Source: an optimization exercise on an open RTL-to-GDS flow (aim: small area). Production flows keep margins and buffers that such runs may drop.
Function was checked by simulation only, so behaviour that the tests miss may differ from the original.
Power figures rest on the tool's default switching activity, not on a simulated workload.

## design/flow/run.sh

```bash
#!/bin/bash
# synth_recipe.tcl (not shown) runs the flow's synth.tcl, then flattens the netlist and writes it again
# the make line also repeats each setting of config.mk as NAME=value (left out here)
make -C /OpenROAD-flow-scripts/flow DESIGN_CONFIG=/design/flow/config.mk WORK_HOME=/design/flow/orfs CLKGATE_MAP_FILE= SYNTH_SCRIPT=/design/flow/synth_recipe.tcl finish
```

## design/flow/config.mk

```make
export PLATFORM = sky130hd
export DESIGN_NAME = us_frontend_top
export DESIGN_NICKNAME = us_frontend_top
export VERILOG_FILES = /design/flow/design.v
export SDC_FILE = /design/flow/constraint.sdc
export NUM_CORES = 4
export LEC_CHECK = 0
export CAP_MARGIN = 20
export CORE_MARGIN = 2
export CORE_UTILIZATION = 40
export SLEW_MARGIN = 20
```

## design/flow/constraint.sdc

```tcl
create_clock -name core_clock -period 5.0 [get_ports {clk}]
set_input_delay 1.0000 -clock core_clock [delete_from_list [all_inputs] [get_ports {clk}]]
set_output_delay 1.0000 -clock core_clock [all_outputs]
set_load 0.01 [all_outputs]
```

## design/flow/design.v

```verilog
`default_nettype none
package us_pkg;
	localparam int BF_DATA_WIDTH      = 70;   
	localparam int BF_BIT_COUNT_WIDTH = 8;    
	localparam int ACQ_CNT_WIDTH      = 20;   
endpackage
`default_nettype wire
`timescale 1ns/1ps
`default_nettype none
module us_frontend_top (
	input  logic                                 clk,
	input  logic                                 rst_n,
	input  logic                                 bf_spi_start,           
	input  logic                                 bf_tx_en,               
	input  logic [us_pkg::BF_DATA_WIDTH-1:0]      data_in,
	input  logic [us_pkg::BF_BIT_COUNT_WIDTH-1:0] num_of_bit,
	input  logic [us_pkg::ACQ_CNT_WIDTH-1:0]      adc_start_length,
	input  logic [us_pkg::ACQ_CNT_WIDTH-1:0]      adc_init_delay,
	input  logic [us_pkg::ACQ_CNT_WIDTH-1:0]      adc_samples_per_echo,
	input  logic                                 spi_sdi,
	output logic                                 spi_cs_n,
	output logic                                 spi_sck,
	output logic                                 spi_sdo,
	output logic                                 bf_spi_done,
	output logic [us_pkg::BF_DATA_WIDTH-1:0]      rd_data,
	output logic                                 bf_tx_en_pin,           
	output logic                                 fifo_en,                
	output logic                                 fsm_done
);
	localparam int DW = us_pkg::BF_DATA_WIDTH;
	localparam int CW = us_pkg::ACQ_CNT_WIDTH;
	typedef enum logic [1:0] {
		sp_idle = 2'b00,
		sp_dly  = 2'b01,    
		sp_frm  = 2'b11,    
		sp_post = 2'b10     
	} sp_state_t;
	sp_state_t     sp_st;
	logic          sp_d;         
	logic [1:0]    q;            
	logic [6:0]    b;            
	logic [DW-1:0] rx_sr;        
	logic          sp_start;
	logic          wrap;
	logic          b_zero;
	logic          rx_shift;
	logic [DW:0]   tx_ext;       
	assign sp_start = bf_spi_start & ~sp_d & (sp_st == sp_idle);
	assign wrap     = (q == 2'd3);
	assign b_zero   = (b == '0);
	assign rx_shift = (sp_st == sp_frm) & (q == 2'd1) & ~b_zero;
	assign tx_ext   = {data_in, data_in[0]};
	always_ff @(posedge clk or negedge rst_n) begin
		if (!rst_n) begin
			sp_st <= sp_idle;
			sp_d  <= 1'b0;
		end else begin
			sp_d <= bf_spi_start;
			case (sp_st)
				sp_idle: if (sp_start)           sp_st <= sp_dly;
				sp_dly:  if (wrap && b_zero)     sp_st <= sp_frm;
				sp_frm:  if (q == 2'd1 && b_zero) sp_st <= sp_post;
				default: if (wrap)               sp_st <= sp_idle;
			endcase
		end
	end
	always_ff @(posedge clk) begin
		q <= sp_start ? 2'd1 : q + 2'd1;
		if (sp_start)
			b <= 7'd2;
		else if (wrap)
			b <= (sp_st == sp_dly && b_zero) ? num_of_bit[6:0] : b - 7'd1;
		if (sp_st == sp_dly)
			rx_sr <= '0;
		else if (rx_shift)
			rx_sr <= {rx_sr[DW-2:0], spi_sdi};
	end
	assign spi_cs_n    = ~(sp_st == sp_frm);
	assign spi_sck     = (sp_st == sp_frm) & q[1];
	assign spi_sdo     = (sp_st == sp_frm) & tx_ext[b];
	assign bf_spi_done = (sp_st == sp_post) & wrap;
	assign rd_data     = rx_sr;
	logic [2:0]    ac_st;
	logic          ac_d;         
	logic [CW-1:0] c;            
	logic [CW-1:0] c_load;
	logic          c_one;
	logic          ac_adv;
	logic          ac_idle;
	assign c_one   = (c == CW'(1));
	assign ac_idle = ~ac_st[2] & ~ac_st[0];
	always_comb begin
		if (ac_idle)
			ac_adv = bf_tx_en & ~ac_d;
		else if (ac_st[2] & ~ac_st[1])           
			ac_adv = 1'b1;
		else
			ac_adv = c_one;
		if (~ac_st[0])                           
			c_load = CW'(11);
		else if (~ac_st[1])                      
			c_load = adc_start_length;
		else if (~ac_st[2])                      
			c_load = adc_init_delay;
		else                                     
			c_load = adc_samples_per_echo;
	end
	always_ff @(posedge clk or negedge rst_n) begin
		if (!rst_n) begin
			ac_st <= 3'b000;
			ac_d  <= 1'b0;
		end else begin
			ac_d <= bf_tx_en;
			if (ac_adv)
				ac_st <= {ac_st[1:0], ~ac_st[2]};
		end
	end
	always_ff @(posedge clk) begin
		c <= ac_adv ? c_load : c - CW'(1);
	end
	assign bf_tx_en_pin = ac_st[1] & ~ac_st[2];
	assign fifo_en      = ac_st[1] & ~ac_st[0];
	assign fsm_done     = ac_st[2] & ~ac_st[1];
endmodule
`default_nettype wire
```

==> flow_summary.json, run 1 <==
{
  "drive_gt1_share_pct": 5.99,
  "maxCapViolCount": 0,
  "dr.first_iter.drc_count": 303,
  "antenna_left": 0,
  "die_h_um": 120,
  "status": "complete, no violations",
  "cts_tree": "yes",
  "num-fill-cells": 1174,
  "met3_usage_pct": 3.04,
  "cp_num_buf_inv": 1,
  "clock_sinks": 106,
  "fin_ws_ns": 0.845,
  "clock_path_buffers": 2,
  "p_leak_nw": 2.75,
  "area_delta_synth_final_pct": 48.0,
  "cp-end-kind": "output pin",
  "timing.hold.ws_ns": 0.433,
  "syn-mean-instance-area_um2": 8.55,
  "grt_max_degree": 73,
  "dp_worst_setup_slack_ns": 0.907,
  "setup_violations": 0,
  "port-buffer-count": 218,
  "synth_top_family_by_area": "simple AND/OR/NAND/NOR gates",
  "p_per_area_nw_per_um2": 286,
  "synth_compound_area_share_pct": 14.1,
  "grt_use_total_pct": 19.3,
  "synthXorXnorAreaFrac_pct": 2.79,
  "synth_cells": 624,
  "busiest_layer": "met2",
  "cp-start-kind": "flop",
  "ctsResizeCount": 0,
  "synth_fp_nets": 773,
  "die_x_um": 120,
  "period_share_pct": 83.1,
  "slowest_delay_ns": 0.98,
  "hold_violations": 0,
  "critical_path.slowest_cell": "dfxtp_1",
  "layoutNonFillerInstCount": 994,
  "clk_latency_ns": 0.34,
  "antenna_found_initial": 0,
  "die_area_um2": 14300,
  "initial_utilization_pct": 40.6,
  "worst_slew_pin_slew_ns": 0.991,
  "ys_warn_count": 1,
  "min_period_ns": 4.16,
  "drc_errors": 0,
  "grt_pass1_wl_um": 22800,
  "hpwl_um": 10700,
  "htreeDepth": 3,
  "crit_type": "reg -> out",
  "mostFrequentLayoutCell": "clkdlybuf4s50_1",
  "synth_area_um2": 5340,
  "first_pass_iters": 4,
  "core_um2": 13100,
  "synth-adder-area-share_pct": 1.41,
  "ys_seq_area_share_pct": 40.4,
  "final.setup.tns_ns": 0,
  "cts_root_buf": "clkbuf_16",
  "vias_per_cell": 5.04,
  "grt_pass1_vias": 4786,
  "routabilityCongestion": 0.840,
  "ys_async_sr_fraction_pct": 6.60,
  "cp.required_ns": 4.00,
  "cts_setup_buffers": 0,
  "clk_pin_slew_ns": 0.07,
  "vdd_ir_drop_max_mv": 0.182,
  "synthFlopType": "dfxtp_1",
  "path_cells": "mux4_2 -> nor2b_1 -> a211o_1 -> a21boi_1 -> o311ai_1 -> clkdlybuf4s50_1",
  "dp_cells": 978,
  "detail_route.wl_per_cell_um": 14.1,
  "crit_path_max_fanout": 19,
  "use_met2_pct": 32.7,
  "hold_path.class": "reg -> reg",
  "synthMuxAreaShare_pct": 16.2,
  "met1_usage_pct": 25.4,
  "slew_headroom_pct": 33.9,
  "io_pins": 220,
  "max_freq_ghz": 0.241,
  "arrival_ns": 3.16,
  "cp_top_family": "flip-flops",
  "synth_edf_count": 0,
  "final.setup_skew_ns": 0.00990,
  "rows": 42,
  "synth-seq-cells": 106,
  "final_cell_mix": "clkdlybuf4s50_1 (218), nand2_1 (176), dfxtp_1 (99)",
  "ctsHoldBuffers": 0,
  "final_nets": 962,
  "grt_overflow": 0,
  "cts_buffers": 9,
  "synthSimpleGateAreaFrac_pct": 20.3,
  "rsz0062_at_grt": "false",
  "antenna_cells_inserted": 0,
  "maxSlewViolCount": 0,
  "vias": 5005,
  "routed_wl_um": 14000,
  "synth_cell_type_count": 51,
  "final_core_util_pct": 60.1
}
==> cell type report <==
class	count	area (µm²)	area share, %
well taps	176	220	2.79
clock buffers	10	229	2.90
multi-input cells	461	2950	37.3
repair buffers	225	2230	28.3
flip-flops and latches	106	2160	27.3
inverters	10	37.5	0.475
clock inverters	6	75.1	0.950
==> layer usage <==
metal	part of all wire (%)	vias to the layer above	wire length, µm
met5	0	-	0
li1	-	2537	-
met3	5.3	22	747
met1	44	2295	6190
met4	1.7	0	238
met2	49	151	6860
==> power breakdown <==
part	switching (W)	internal [W]	leakage [nW]
clock	0.000317	0.000396	0.145
sequential	0.000105	0.000877	0.886
combinational	0.000251	0.000311	1.72
total	0.000674	0.00158	2.75
==> sequential cells by signal, indices dropped and copies added, names as in the netlist <==
signal  count
rx_sr      70
c          20
b           7
ac_st       3
q           2
sp_st       2
ac_d        1
sp_d        1
==> through the flow <==
stage               cell area (µm²)  total power [W]
floorplan                      5340          0.00135
global placement               7590          0.00156
detailed placement             7590          0.00157
CTS                            7900          0.00228
global route                   7900          0.00238
finish                         7900          0.00226
==> cells by family (layout without fill, tap and decap cells) <==
kind of cell | count (synthesis) | in the layout
simple gates | 245 | 245
compound gates | 127 | 127
flops | 106 | 106
mux | 66 | 66
buf+inv | 57 | 251
xor+xnor | 17 | 17
fa+ha+maj | 6 | 6
==> final timing paths <==
path                       slack, ns         to  cells past startpoint  start
setup / recovery                0.84    spi_sdo                      6   b[0]
hold / removal                  0.43       q[0]                      1   q[0]
setup reg to reg                1.75  rx_sr[26]                      7   b[0]
hold reg to reg                 0.43       q[0]                      1   q[0]
max in group asynchronous       3.81   sp_st[1]                      1  rst_n
min in group asynchronous       0.93   ac_st[1]                      1  rst_n
==> cell usage after synthesis (all sizes together), types with 3 or more instances <==
cell    count  area share, %
xnor2      12            2.0
nor2b       6           0.70
nor3       11            1.0
clkbuf     21            1.5
mux4       16            6.8
nor2       20            1.4
a211oi      6           0.84
buf        26            2.6
mux2i      48            9.0
o211ai     18            2.5
ha          6            1.4
o21ai       7           0.66
a211o       3           0.49
inv        10           0.70
nor3b       3           0.52
xor2        5           0.82
dfrtp       7            3.3
or3         4           0.47
a21oi      82            7.7
nand2b      3           0.35
dfxtp      99             37
nor4        5            1.1
nand3       7           0.75
nand2     176             12
==> inputs of run 2 (changes only) <==
==> design/flow/flow/run.sh (new file) <==
#!/bin/bash
# Standard layout, with the smallest buffer on every port.
set -euo pipefail
bash standard.sh BUFFER_PORTS_ARGS="-buffer_cell sky130_fd_sc_hd__buf_1" finish > standard.log 2>&1
==> design/flow/standard.sh (new file) <==
#!/bin/bash
# synth_recipe.tcl (not shown) runs the flow's synth.tcl, then flattens the netlist and writes it again
# the make line also repeats each setting of config.mk as NAME=value (left out here)
make -C /OpenROAD-flow-scripts/flow DESIGN_CONFIG=/design/flow/config.mk WORK_HOME=/design/flow/orfs CLKGATE_MAP_FILE= SYNTH_SCRIPT=/design/flow/synth_recipe.tcl "${@:-finish}"
--- a/design/flow/config.mk
+++ b/design/flow/config.mk
@@ -9,3 +9,4 @@
 export CORE_MARGIN = 2
 export CORE_UTILIZATION = 40
+export CTS_BUF_LIST = sky130_fd_sc_hd__clkbuf_8
 export SLEW_MARGIN = 20
removed: design/flow/run.sh
==> run 2 against run 1 <==
  * Utilization is 11 points lower
  * Power down 13%
  * Largest cell class unchanged
  * Sequential cell count unchanged
  * Clock power is about 30% lower
  * Fmax is 12% higher
  * Worst setup slack better by 0.43 ns
  * Final area is 19% lower
  * Still clean
  * Register-to-register slack better by 0.35 ns
  * First-iteration DRC count grew 9.9%
  * Die area stayed put
  * Highest routed layer unchanged
  * Hold slack improved by 0.0055 ns
==> flow_summary.json, run 2 <==
{
  "status": "complete, no violations",
  "p_leak_nw": 2.14,
  "grt_overflow": 0,
  "use_met2_pct": 28.9,
  "port-buffer-count": 218,
  "cts_root_buf": "clkbuf_8",
  "syn-mean-instance-area_um2": 8.55,
  "p_per_area_nw_per_um2": 305,
  "vias_per_cell": 5.02,
  "slew_headroom_pct": 33.4,
  "core_um2": 13100,
  "routabilityCongestion": 0.878,
  "maxSlewViolCount": 0,
  "dr.first_iter.drc_count": 333,
  "met1_usage_pct": 24.3,
  "swShare_pct": 33.8,
  "design_area_um2": 6420,
  "met3_usage_pct": 2.80,
  "antenna_cells_inserted": 0,
  "yosysTopAreaCellShare_pct": 37.1,
  "seqPwrFrac_pct": 50.8,
  "critical_path.slowest_cell": "dfxtp_1",
  "clock_sinks": 106,
  "setup_violations": 0,
  "ctsHoldBuffers": 0,
  "maxCapViolCount": 0,
  "cp-start-kind": "flop",
  "max_freq_ghz": 0.268,
  "slowest_delay_ns": 0.67,
  "busiest_layer": "met2",
  "clock_path_buffers": 2,
  "synthTopCellsByCount": "nand2_1 (176), dfxtp_1 (99), a21oi_1 (82)",
  "mostFrequentLayoutCell": "buf_1",
  "routed_wl_um": 13100,
  "grt_pass1_wl_um": 21300,
  "clk_latency_ns": 0.37,
  "die_h_um": 120,
  "cts_tree": "yes",
  "synthMostInstantiatedCell": "nand2_1",
  "clk_pin_slew_ns": 0.11,
  "drc_errors": 0,
  "final.setup.tns_ns": 0,
  "rsz0062_at_grt": "false",
  "io_pins": 220,
  "largest_register_ffs": 70,
  "cts_setup_buffers": 0,
  "grt_pass1_vias": 4646,
  "period_share_pct": 74.5,
  "regMostFlops": "rx_sr",
  "first_pass_iters": 5,
  "path_cells": "buf_4 -> mux4_2 -> nor2b_1 -> a211o_1 -> a21boi_1 -> o311ai_1 -> buf_1",
  "top_regs": "rx_sr: 70 flops, c: 20 flops, b: 7 flops",
  "detail_route.wl_per_cell_um": 13.2,
  "ys_async_sr_fraction_pct": 6.60,
  "min_period_ns": 3.73,
  "htreeDepth": 3,
  "ys_warn_count": 1,
  "ctsResizeCount": 0,
  "hold_path.class": "reg -> reg",
  "final_nets": 962,
  "hold_violations": 0,
  "synth_cell_type_count": 51,
  "synth_fp_nets": 773,
  "synth_cells": 624,
  "power.total_w": 0.00196,
  "crit_path_max_fanout": 11,
  "place_area_um2": 6230,
  "arrival_ns": 2.73,
  "synth_edf_count": 0,
  "synth_area_um2": 5340,
  "antenna_left": 0,
  "initial_utilization_pct": 40.6,
  "hpwl_um": 9580,
  "synth_area_leaders": "dfxtp_1 (37%), nand2_1 (12%), mux2i_1 (9.0%)",
  "vdd_ir_drop_max_mv": 0.152,
  "comb_power_share_pct": 23.7,
  "synth-seq-cells": 106,
  "ys_seq_area_share_pct": 40.4,
  "vias": 4988,
  "cp-end-kind": "output pin",
  "p_int_w": 0.00130,
  "cp.required_ns": 4.00,
  "die_x_um": 120,
  "crit_type": "reg -> out",
  "final.setup_skew_ns": 0.00928,
  "cts_buffers": 9,
  "grt_max_degree": 74,
  "yosys.area.top_type": "dfxtp_1",
  "grt_use_total_pct": 17.7,
  "rows": 42,
  "drive_gt1_share_pct": 6.11,
  "antenna_found_initial": 0,
  "power_frac_clock_pct": 25.5,
  "die_area_um2": 14300,
  "area_delta_synth_final_pct": 20.2,
  "worst_slew_pin_slew_ns": 0.998,
  "final_cell_mix": "buf_1 (218), nand2_1 (176), dfxtp_1 (99)",
  "p_switching_w": 0.000663,
  "synthFlopType": "dfxtp_1"
}
[run 2: cell counts after synthesis]
Identical to the previous run, type by type.
[run 2: path summary, 6_finish.rpt]
path                       cells after the start   endpoint  slack [ns]  startpoint
setup / recovery                               7    spi_sdo        1.27        b[0]
hold / removal                                 1       q[0]        0.44        q[0]
setup reg to reg                               7  rx_sr[30]        2.10        b[1]
hold reg to reg                                1       q[0]        0.44        q[0]
max in group asynchronous                      1   sp_st[1]        4.20       rst_n
min in group asynchronous                      1       ac_d        0.52       rst_n
[run 2: final cells by class]
cell class	count	area, µm²
Clock buffer	9	124
Fill cell	1303	6720
Inverter	10	37.5
Sequential cell	106	2160
Multi-Input combinational cell	461	2950
Clock inverter	7	61.3
Tap cell	176	220
Timing Repair Buffer	225	871
[run 2: critical path, delay by kind of cell, from the launching register on]
family / cells / cell delay (ns)
buf+inv: 2 / 0.45
compound gates: 3 / 0.55
flops: 1 / 0.67
mux: 1 / 0.54
simple gates: 1 / 0.15
[run 2: per-stage QoR]
step / std cells / util [%] / setup slack, ns / hold slack [ns]
after floorplan: 624 / - / 1.89 / 0.392
after global placement: 978 / 47.4 / 1.61 / 0.400
after detailed placement: 978 / 47.4 / 1.60 / 0.414
after CTS: 994 / 48.8 / 1.22 / 0.440
after global routing: 994 / 48.8 / 1.09 / 0.480
final: 994 / 48.8 / 1.27 / 0.439
[run 2: cells by family (layout without fill, tap and decap cells)]
| family | Yosys count | in the layout | share of synthesized area (%) |
|---|---|---|---|
| AOI/OAI and AO/OA | 127 | 127 | 14.1 |
| xor gates and xnor gates | 17 | 17 | 2.79 |
| adders and majority gates | 6 | 6 | 1.41 |
| buffers and inverters | 57 | 251 | 4.83 |
| DFF | 106 | 106 | 40.4 |
| muxes | 66 | 66 | 16.2 |
| and+or+nand+nor | 245 | 245 | 20.3 |
[run 2: power by group through the flow]
| stage | Combinational, W | Sequential (W) | Clock, W |
|---|---|---|---|
| after floorplan | 0.000431 | 0.000917 | 0 |
| after global placement | 0.000454 | 0.00101 | 0 |
| after detailed placement | 0.000462 | 0.00102 | 0 |
| after CTS | 0.000464 | 0.000996 | 0.000520 |
| after global routing | 0.000505 | 0.00101 | 0.000555 |
| final | 0.000465 | 0.000995 | 0.000500 |
[run 2: layer usage]
layer,vias to the layer above,share of wire [%]
met5,-,0
met4,0,1.3
met3,16,5.3
met2,161,47
met1,2275,46
li1,2536,-

## re-timing with driven ports
The results above use ideal ports. As a check the final layouts listed here were re-extracted and re-timed, cells and wires unchanged. Step 1 (the two cells are an assumption about what drives the block):
set clk [get_ports {clk}]
set_driving_cell -lib_cell sky130_fd_sc_hd__clkbuf_16 $clk
set_driving_cell -lib_cell sky130_fd_sc_hd__buf_2 [delete_from_list [all_inputs] $clk]
Step 2 moves the port delays by t, midway between the first and last clock arrival at a register: inputs arrive t later, outputs are due t later. That takes back most of the time a late clock gives input paths. a / b / c = no drivers / after step 1 / after step 2; a / b = the first two.
run | t, ns | setup slack, ns | worst data-port slew with drivers (ns)
run 1 | 0.372 | 0.845 / 0.810 / 0.870 | 0.05
run 2 | 0.395 | 1.274 / 1.243 / 1.571 | 0.05
After both steps setup and hold are still met in every run listed.
